Context: an optimization exercise on an open-source flow, tuned for a short achievable clock period and few clock cycles. The choices shown serve that exercise and are no tape-out recipe.
At most, simulation tests tie the RTL to the original design; equivalence was not proved.

==> job 3537: inputs <==
==> flow/design.v <==
`default_nettype none
package dcache_pkg;
    localparam int XLEN           = 32;                      
    localparam int WORDS_PER_LINE = 4;
    localparam int LINE_BITS      = XLEN * WORDS_PER_LINE;   
    localparam int N_WAYS         = 2;                       
    typedef logic [XLEN-1:0]                   word_t;      
    typedef logic [LINE_BITS-1:0]              line_t;      
    typedef logic [XLEN/8-1:0]                 byte_en_t;   
    typedef logic [$clog2(WORDS_PER_LINE)-1:0] offset_t;    
    typedef enum logic [2:0] {
        IDLE,          
        LOOKUP,        
        WRITE_BACK,    
        REFILL,        
        REFILL_DONE    
    } cache_state_t;
    typedef struct packed {
        logic     rw;        
        byte_en_t byte_en;
        word_t    addr;
        word_t    wdata;
    } cpu_req_t;
    typedef struct packed {
        logic  rw;           
        word_t addr;         
        line_t line;         
    } mem_req_t;
endpackage
`default_nettype wire
`timescale 1ns/1ps
`default_nettype none
module dcache (
    input  logic         clk_i,
    input  logic         rst_i,
    input  logic         p_strobe_i,
    input  logic         p_rw_i,
    input  logic [3:0]   p_byte_en_i,
    input  logic [31:0]  p_addr_i,
    input  logic [31:0]  p_wdata_i,
    output logic         p_ready_o,
    output logic [31:0]  p_rdata_o,
    output logic         m_strobe_o,
    output logic         m_rw_o,
    output logic [31:0]  m_addr_o,
    output logic [127:0] m_data_o,
    input  logic         m_ready_i,
    input  logic [127:0] m_data_i
);
    logic [15:0][127:0] line_q;                   
    logic [15:0][24:0]  tag_q;
    logic [7:0][1:0]    valid_q;
    logic [7:0][1:0]    dirty_q;
    logic [7:0]         lru_q;                    
    logic [127:0] fill_q;
    always_ff @(posedge clk_i)
        fill_q <= m_data_i;
    logic idle_q;                                 
    logic ready_q;
    logic mstb_q;
    logic mrw_q;
    logic        req_rw_q;
    logic [3:0]  req_be_q;
    logic [31:2] req_addr_q;
    logic [31:0] req_wdata_q;
    logic        umiss_q;                         
    logic        uway_q;                          
    logic [2:0]  lk_idx;
    logic [1:0]  lk_off;
    logic [24:0] lk_tag;
    logic [1:0]  hit_w;
    logic        hit;
    logic        victim;
    logic        vdirty;
    logic [127:0] hit_line;
    logic [127:0] vic_line;
    logic [24:0]  vic_tag;
    logic [31:0]  hit_word;
    assign lk_idx = p_addr_i[6:4];
    assign lk_off = p_addr_i[3:2];
    assign lk_tag = p_addr_i[31:7];
    always_comb
    begin
        hit_w = '0;
        for (int s = 0; s < 8; s++)
            for (int w = 0; w < 2; w++)
                if (lk_idx == 3'(s) && valid_q[s][w] && tag_q[s*2+w] == lk_tag)
                    hit_w[w] = 1'b1;
    end
    assign hit      = |hit_w;
    assign victim   = lru_q[lk_idx];
    assign vdirty   = valid_q[lk_idx][victim] && dirty_q[lk_idx][victim];
    assign hit_line = line_q[{lk_idx, hit_w[1]}];
    assign vic_line = line_q[{lk_idx, victim}];
    assign vic_tag  = tag_q[{lk_idx, victim}];
    assign hit_word = hit_line[lk_off*32 +: 32];
    always_ff @(posedge clk_i)
    begin
        if (rst_i)
        begin
            idle_q  <= 1'b1;
            ready_q <= 1'b0;
            mstb_q  <= 1'b0;
        end
        else
        begin
            idle_q  <= ready_q || (idle_q && !p_strobe_i);
            ready_q <= (idle_q && p_strobe_i && hit) || (mstb_q && !mrw_q && m_ready_i);
            if (idle_q)
                mstb_q <= p_strobe_i && !hit;
            else if (m_ready_i && !mrw_q)
                mstb_q <= 1'b0;                   
        end
    end
    always_ff @(posedge clk_i)
    begin
        if (idle_q)                               
        begin
            mrw_q            <= vdirty;
            m_addr_o[31:7]   <= vdirty ? vic_tag : lk_tag;
            m_addr_o[6:4]    <= lk_idx;
            m_data_o         <= vic_line;
            req_rw_q         <= p_rw_i;
            req_be_q         <= p_byte_en_i;
            req_addr_q       <= p_addr_i[31:2];
            req_wdata_q      <= p_wdata_i;
            umiss_q          <= !hit;
            uway_q           <= hit ? hit_w[1] : victim;
        end
        else if (m_ready_i)
        begin
            mrw_q            <= 1'b0;             
            m_addr_o[31:7]   <= req_addr_q[31:7];
        end
    end
    assign m_addr_o[3:0] = 4'h0;
    always_ff @(posedge clk_i)
    begin
        if (idle_q)
            p_rdata_o <= hit_word;
        else
            p_rdata_o <= m_data_i[req_addr_q[3:2]*32 +: 32];
    end
    assign p_ready_o  = ready_q;
    assign m_strobe_o = mstb_q;
    assign m_rw_o     = mrw_q;
    logic [2:0] u_idx;
    logic [1:0] u_off;
    assign u_idx = req_addr_q[6:4];
    assign u_off = req_addr_q[3:2];
    always_ff @(posedge clk_i)
    begin
        if (ready_q)
        begin
            for (int k = 0; k < 4; k++)
                for (int b = 0; b < 4; b++)
                begin
                    if (req_rw_q && u_off == 2'(k) && req_be_q[b])
                        line_q[{u_idx, uway_q}][k*32+b*8 +: 8] <= req_wdata_q[b*8 +: 8];
                    else if (umiss_q)
                        line_q[{u_idx, uway_q}][k*32+b*8 +: 8] <= fill_q[k*32+b*8 +: 8];
                end
            if (umiss_q)
                tag_q[{u_idx, uway_q}] <= req_addr_q[31:7];
        end
    end
    always_ff @(posedge clk_i)
    begin
        if (rst_i)
        begin
            valid_q <= '0;
            dirty_q <= '0;
            lru_q   <= '0;
        end
        else if (ready_q)
        begin
            valid_q[u_idx][uway_q] <= 1'b1;
            dirty_q[u_idx][uway_q] <= req_rw_q || (!umiss_q && dirty_q[u_idx][uway_q]);
            lru_q[u_idx]           <= !uway_q;
        end
    end
endmodule
`default_nettype wire
==> flow/run.sh <==
#!/bin/bash
# synth_recipe.tcl (not shown) runs the flow's synth.tcl, then flattens the netlist and writes it again
# the make line also repeats each setting of config.mk as NAME=value (left out here)
make -C /OpenROAD-flow-scripts/flow DESIGN_CONFIG=/design/flow/config.mk WORK_HOME=/design/flow/orfs CLKGATE_MAP_FILE= SYNTH_SCRIPT=/design/flow/synth_recipe.tcl finish
==> flow/config.mk <==
export PLATFORM = sky130hd
export DESIGN_NAME = dcache
export DESIGN_NICKNAME = dcache
export VERILOG_FILES = /design/flow/design.v
export SDC_FILE = /design/flow/constraint.sdc
export NUM_CORES = 4
export LEC_CHECK = 0
export ABC_CLOCK_PERIOD_IN_PS = 2500
export CAP_MARGIN = 20
export CORE_MARGIN = 2
export CORE_UTILIZATION = 35
export PLACE_DENSITY = 0.45
export SETUP_SLACK_MARGIN = 5
export SLEW_MARGIN = 20
==> flow/constraint.sdc <==
create_clock -name core_clock -period 12.0 [get_ports {clk_i}]
set_input_delay 2.4000 -clock core_clock [delete_from_list [all_inputs] [get_ports {clk_i}]]
set_output_delay 2.4000 -clock core_clock [all_outputs]
set_load 0.01 [all_outputs]
==> inputs of job 8621, as changes to job 3537 <==
--- a/flow/design.v
+++ b/flow/design.v
@@ -53,8 +53,19 @@
     logic [7:0][1:0]    dirty_q;
     logic [7:0]         lru_q;                    
+    logic        in_rw_q;
+    logic [3:0]  in_be_q;
+    logic [31:2] in_addr_q;
+    logic [31:0] in_wdata_q;
     logic [127:0] fill_q;
     always_ff @(posedge clk_i)
-        fill_q <= m_data_i;
+    begin
+        in_rw_q    <= p_rw_i;
+        in_be_q    <= p_byte_en_i;
+        in_addr_q  <= p_addr_i[31:2];
+        in_wdata_q <= p_wdata_i;
+        fill_q     <= m_data_i;
+    end
     logic idle_q;                                 
+    logic lk_q;                                   
     logic ready_q;
     logic mstb_q;
@@ -77,7 +88,7 @@
     logic [24:0]  vic_tag;
     logic [31:0]  hit_word;
-    assign lk_idx = p_addr_i[6:4];
-    assign lk_off = p_addr_i[3:2];
-    assign lk_tag = p_addr_i[31:7];
+    assign lk_idx = in_addr_q[6:4];
+    assign lk_off = in_addr_q[3:2];
+    assign lk_tag = in_addr_q[31:7];
     always_comb
     begin
@@ -100,4 +111,5 @@
         begin
             idle_q  <= 1'b1;
+            lk_q    <= 1'b0;
             ready_q <= 1'b0;
             mstb_q  <= 1'b0;
@@ -106,7 +118,8 @@
         begin
             idle_q  <= ready_q || (idle_q && !p_strobe_i);
-            ready_q <= (idle_q && p_strobe_i && hit) || (mstb_q && !mrw_q && m_ready_i);
-            if (idle_q)
-                mstb_q <= p_strobe_i && !hit;
+            lk_q    <= idle_q && p_strobe_i;
+            ready_q <= (lk_q && hit) || (mstb_q && !mrw_q && m_ready_i);
+            if (lk_q)
+                mstb_q <= !hit;
             else if (m_ready_i && !mrw_q)
                 mstb_q <= 1'b0;                   
@@ -115,5 +128,5 @@
     always_ff @(posedge clk_i)
     begin
-        if (idle_q)                               
+        if (lk_q)
         begin
             mrw_q            <= vdirty;
@@ -121,8 +134,8 @@
             m_addr_o[6:4]    <= lk_idx;
             m_data_o         <= vic_line;
-            req_rw_q         <= p_rw_i;
-            req_be_q         <= p_byte_en_i;
-            req_addr_q       <= p_addr_i[31:2];
-            req_wdata_q      <= p_wdata_i;
+            req_rw_q         <= in_rw_q;
+            req_be_q         <= in_be_q;
+            req_addr_q       <= in_addr_q;
+            req_wdata_q      <= in_wdata_q;
             umiss_q          <= !hit;
             uway_q           <= hit ? hit_w[1] : victim;
@@ -137,5 +150,5 @@
     always_ff @(posedge clk_i)
     begin
-        if (idle_q)
+        if (lk_q)
             p_rdata_o <= hit_word;
         else
Settings changed: ABC_CLOCK_PERIOD_IN_PS 2500 to 3000, SETUP_SLACK_MARGIN 5 to unset.
==> inputs of job 7616, as changes to job 3537 <==
==> flow/design.v (replaced) <==
`default_nettype none
package dcache_pkg;
    localparam int XLEN           = 32;                      
    localparam int WORDS_PER_LINE = 4;
    localparam int LINE_BITS      = XLEN * WORDS_PER_LINE;   
    localparam int N_WAYS         = 2;                       
    typedef logic [XLEN-1:0]                   word_t;      
    typedef logic [LINE_BITS-1:0]              line_t;      
    typedef logic [XLEN/8-1:0]                 byte_en_t;   
    typedef logic [$clog2(WORDS_PER_LINE)-1:0] offset_t;    
    typedef enum logic [2:0] {
        IDLE,          
        LOOKUP,        
        WRITE_BACK,    
        REFILL,        
        REFILL_DONE    
    } cache_state_t;
    typedef struct packed {
        logic     rw;        
        byte_en_t byte_en;
        word_t    addr;
        word_t    wdata;
    } cpu_req_t;
    typedef struct packed {
        logic  rw;           
        word_t addr;         
        line_t line;         
    } mem_req_t;
endpackage
`default_nettype wire
`timescale 1ns/1ps
`default_nettype none
module dcache (
    input  logic         clk_i,
    input  logic         rst_i,
    input  logic         p_strobe_i,
    input  logic         p_rw_i,
    input  logic [3:0]   p_byte_en_i,
    input  logic [31:0]  p_addr_i,
    input  logic [31:0]  p_wdata_i,
    output logic         p_ready_o,
    output logic [31:0]  p_rdata_o,
    output logic         m_strobe_o,
    output logic         m_rw_o,
    output logic [31:0]  m_addr_o,
    output logic [127:0] m_data_o,
    input  logic         m_ready_i,
    input  logic [127:0] m_data_i
);
    logic [7:0][127:0] line0_q, line1_q;
    logic [7:0][24:0]  tag0_q, tag1_q;
    logic [7:0]        val0_q, val1_q;
    logic [7:0]        dty0_q, dty1_q;            
    logic [127:0] fill_q;
    always_ff @(posedge clk_i)
        fill_q <= m_data_i;
    logic idle_q;                                 
    logic ready_q;
    logic mstb_q;
    logic mrw_q;
    logic        req_rw_q;
    logic [3:0]  req_be_q;
    logic [31:2] req_addr_q;
    logic [31:0] req_wdata_q;
    logic        umiss_q;                         
    logic        uslot_q;                         
    logic [7:0]   usel_q;                         
    logic [15:0]  umask_q;                        
    logic [127:0] wb_line_q;
    logic [24:0]  wb_tag_q;
    logic [2:0]   lk_idx;
    logic [1:0]   lk_off;
    logic [24:0]  lk_tag;
    logic [7:0]   match0, match1;
    logic         hit0, hit1, hit;
    logic         vdirty;
    logic [31:0]  word0, word1, hit_word;
    assign lk_idx = p_addr_i[6:4];
    assign lk_off = p_addr_i[3:2];
    assign lk_tag = p_addr_i[31:7];
    always_comb
    begin
        for (int s = 0; s < 8; s++)
        begin
            match0[s] = val0_q[s] && tag0_q[s] == lk_tag;
            match1[s] = val1_q[s] && tag1_q[s] == lk_tag;
        end
    end
    assign hit0     = match0[lk_idx];
    assign hit1     = match1[lk_idx];
    assign hit      = hit0 || hit1;
    assign vdirty   = dty1_q[lk_idx];
    assign word0    = line0_q[lk_idx][lk_off*32 +: 32];
    assign word1    = line1_q[lk_idx][lk_off*32 +: 32];
    assign hit_word = hit1 ? word1 : word0;
    always_ff @(posedge clk_i)
    begin
        if (rst_i)
        begin
            idle_q  <= 1'b1;
            ready_q <= 1'b0;
            mstb_q  <= 1'b0;
        end
        else
        begin
            idle_q  <= ready_q || (idle_q && !p_strobe_i);
            ready_q <= (idle_q && p_strobe_i && hit) || (mstb_q && !mrw_q && m_ready_i);
            if (idle_q)
                mstb_q <= p_strobe_i && !hit;
            else if (m_ready_i && !mrw_q)
                mstb_q <= 1'b0;                   
        end
    end
    always_ff @(posedge clk_i)
    begin
        if (idle_q && p_strobe_i)
        begin
            req_rw_q    <= p_rw_i;
            req_be_q    <= p_byte_en_i;
            req_addr_q  <= p_addr_i[31:2];
            req_wdata_q <= p_wdata_i;
            umiss_q     <= !hit;
            uslot_q     <= hit1;
            wb_line_q   <= line1_q[lk_idx];
            wb_tag_q    <= tag1_q[lk_idx];
            for (int s = 0; s < 8; s++)
                usel_q[s] <= lk_idx == 3'(s);
            for (int k = 0; k < 4; k++)
                for (int b = 0; b < 4; b++)
                    umask_q[k*4+b] <= p_rw_i && p_byte_en_i[b] && lk_off == 2'(k);
        end
    end
    always_ff @(posedge clk_i)
    begin
        if (idle_q)
        begin
            mrw_q          <= vdirty;
            m_addr_o[31:7] <= vdirty ? tag1_q[lk_idx] : lk_tag;
            m_addr_o[6:4]  <= lk_idx;
            m_data_o       <= line1_q[lk_idx];
        end
        else
        begin
            mrw_q          <= mrw_q && !m_ready_i;               
            m_addr_o[31:7] <= (mrw_q && !m_ready_i) ? wb_tag_q : req_addr_q[31:7];
            m_addr_o[6:4]  <= req_addr_q[6:4];
            m_data_o       <= wb_line_q;
        end
    end
    assign m_addr_o[3:0] = 4'h0;
    always_ff @(posedge clk_i)
    begin
        if (idle_q)
            p_rdata_o <= hit_word;
        else
            p_rdata_o <= m_data_i[req_addr_q[3:2]*32 +: 32];
    end
    assign p_ready_o  = ready_q;
    assign m_strobe_o = mstb_q;
    assign m_rw_o     = mrw_q;
    always_ff @(posedge clk_i)
    begin
        for (int s = 0; s < 8; s++)
            if (ready_q && usel_q[s])
            begin
                for (int i = 0; i < 16; i++)
                    if (umask_q[i])
                        line0_q[s][i*8 +: 8] <= req_wdata_q[(i%4)*8 +: 8];
                    else if (umiss_q)
                        line0_q[s][i*8 +: 8] <= fill_q[i*8 +: 8];
                    else if (uslot_q)
                        line0_q[s][i*8 +: 8] <= line1_q[s][i*8 +: 8];
                if (umiss_q || uslot_q)
                begin
                    line1_q[s] <= line0_q[s];
                    tag1_q[s]  <= tag0_q[s];
                    tag0_q[s]  <= umiss_q ? req_addr_q[31:7] : tag1_q[s];
                end
            end
    end
    always_ff @(posedge clk_i)
    begin
        if (rst_i)
        begin
            val0_q <= '0;
            val1_q <= '0;
            dty0_q <= '0;
            dty1_q <= '0;
        end
        else
        begin
            for (int s = 0; s < 8; s++)
                if (ready_q && usel_q[s])
                begin
                    val0_q[s] <= 1'b1;
                    dty0_q[s] <= req_rw_q || (!umiss_q && (uslot_q ? dty1_q[s] : dty0_q[s]));
                    if (umiss_q || uslot_q)
                    begin
                        val1_q[s] <= val0_q[s];
                        dty1_q[s] <= dty0_q[s];
                    end
                end
        end
    end
endmodule
`default_nettype wire
==> flow/flow/run.sh (new file) <==
#!/bin/bash
set -euo pipefail
MARGIN=$(cat flow/setup_margin.txt)
bash standard.sh SETUP_SLACK_MARGIN="$MARGIN" finish > standard_make.log 2>&1
==> flow/flow/setup_margin.txt (new file) <==
8.5
==> flow/standard.sh (new file) <==
#!/bin/bash
# synth_recipe.tcl (not shown) runs the flow's synth.tcl, then flattens the netlist and writes it again
# the make line also repeats each setting of config.mk as NAME=value (left out here)
make -C /OpenROAD-flow-scripts/flow DESIGN_CONFIG=/design/flow/config.mk WORK_HOME=/design/flow/orfs CLKGATE_MAP_FILE= SYNTH_SCRIPT=/design/flow/synth_recipe.tcl "${@:-finish}"
Settings changed: SETUP_SLACK_MARGIN 5 to unset.
removed: flow/run.sh
==> run_results.csv <==
group,metric,value,unit
setup_path,worst-path-buf-inv,4,
clocking,cts.repair.resized,0,
logic_synthesis,avgSynthCellArea,11.6,um2
status,outcome,"timing/DRC/antenna clean",
global_routing,grt_pass1_wl,1040,mm
finish,multi_input_cells,9035,
min_path,hold_end,"ready_q$_SDFF_PP0_",
setup_path,worst-path-max-fanout,53,
routing,wl_met2,343,mm
clocking,worstSkewPairLatency,1.00,ns
sta,fmax,150,MHz
clocking,cts_buffers,351,
setup_path,cp-endpoint,"p_rdata_o[8]$_DFF_P_",
logic_synthesis,synthSimpleGateAreaFrac,10.3,%
[end of results for job 3537]
==> run_results.csv <==
group,metric,value,unit
power_and_ir_drop,netSwitchingFraction,24.9,%
logic_synthesis,synth.distinct_cells,53,
min_path,hold_end,"line1_q[277]$_DFFE_PP_",
setup_path,worst-path-buf-inv,6,
power_and_ir_drop,p_total,25.8,mW
global_routing,grt_pass1_wl,717,mm
logic_synthesis,synth_commonest_cells,"edfxtp_1 (2690), a21oi_1 (1234), nand2b_1 (1029)",
status,outcome,"timing/DRC/antenna clean",
clocking,cts_buffers,349,
finish,multi_input_cells,4901,
logic_synthesis,synthSimpleGateAreaFrac,8.40,%
routing,wl_met2,248,mm
global_routing,grt_max_degree,200,
sta,fmax,230,MHz
setup_path,cp-endpoint,"p_rdata_o[11]$_DFF_P_",
routing,drt_iter0_drc,10800,
floorplan,taps,4994,
routing,wl_met1,221,mm
clocking,cts.repair.resized,1549,
logic_synthesis,avgSynthCellArea,15.0,um2
setup_path,worst-path-max-fanout,6,
[end of results for job 7616]
==> run_results.csv <==
group,metric,value,unit
logic_synthesis,synthSimpleGateAreaFrac,11.0,%
clocking,worstSkewPairLatency,1.00,ns
status,outcome,"timing/DRC/antenna clean",
setup_path,reg2reg_slack,5.88,ns
setup_path,cp-endpoint,"m_addr_o[12]$_DFFE_PP_",
global_routing,grt_pass1_wl,1080,mm
setup_path,worst-path-max-fanout,106,
finish,clock_cell_area_share,6.65,%
sta,fmax,163,MHz
sta,period_share,51.0,%
routing,wl_met2,357,mm
min_path,hold_end,"req_wdata_q[7]$_DFFE_PP_",
clocking,cts_buffers,361,
finish,multi_input_cells,9855,
logic_synthesis,avgSynthCellArea,11.1,um2
[end of results for job 8621]
Testbench counts of job 7616, summed over its fixed seeds: cycles 140,813.
The RTL of job 3537 and job 8621 was laid out without a check of its function.

## what the ideal ports hide
The results above use ideal ports. As a check the final layouts listed here were re-extracted and re-timed, cells and wires unchanged.
Step 1, drivers: a clkbuf_16 drives clk_i and a buf_2 each remaining input, both assumed.
Step 2 adds t to the input delays and takes it off the output delays; t is the mean of the earliest and latest rising clock arrival at the registers after step 1. Input paths then give back, and output paths get back, about the clock's delay inside the block.
a / b / c = ideal ports / drivers / drivers and shift; a / b = the first two.
run | t (ns) | setup slack, ns | latest minus earliest clock arrival (ns) | worst data-port slew with drivers (ns) | pins driven straight from the clock port
job 3537 | 1.089 | 5.329 / 5.392 / 4.304 | 0.069 / 0.069 | 0.16 | 1
job 8621 | 1.114 | 5.876 / 5.876 / 5.876 | 0.049 / 0.050 | 0.35 | 1
job 7616 | 1.043 | 7.646 / 7.709 / 6.666 | 0.045 / 0.046 | 0.34 | 1
After both steps setup and hold are still met in every run listed. The setup slack of job 3537, which loses most, moves by +0.063 ns with the drivers and by -1.025 ns with both steps.
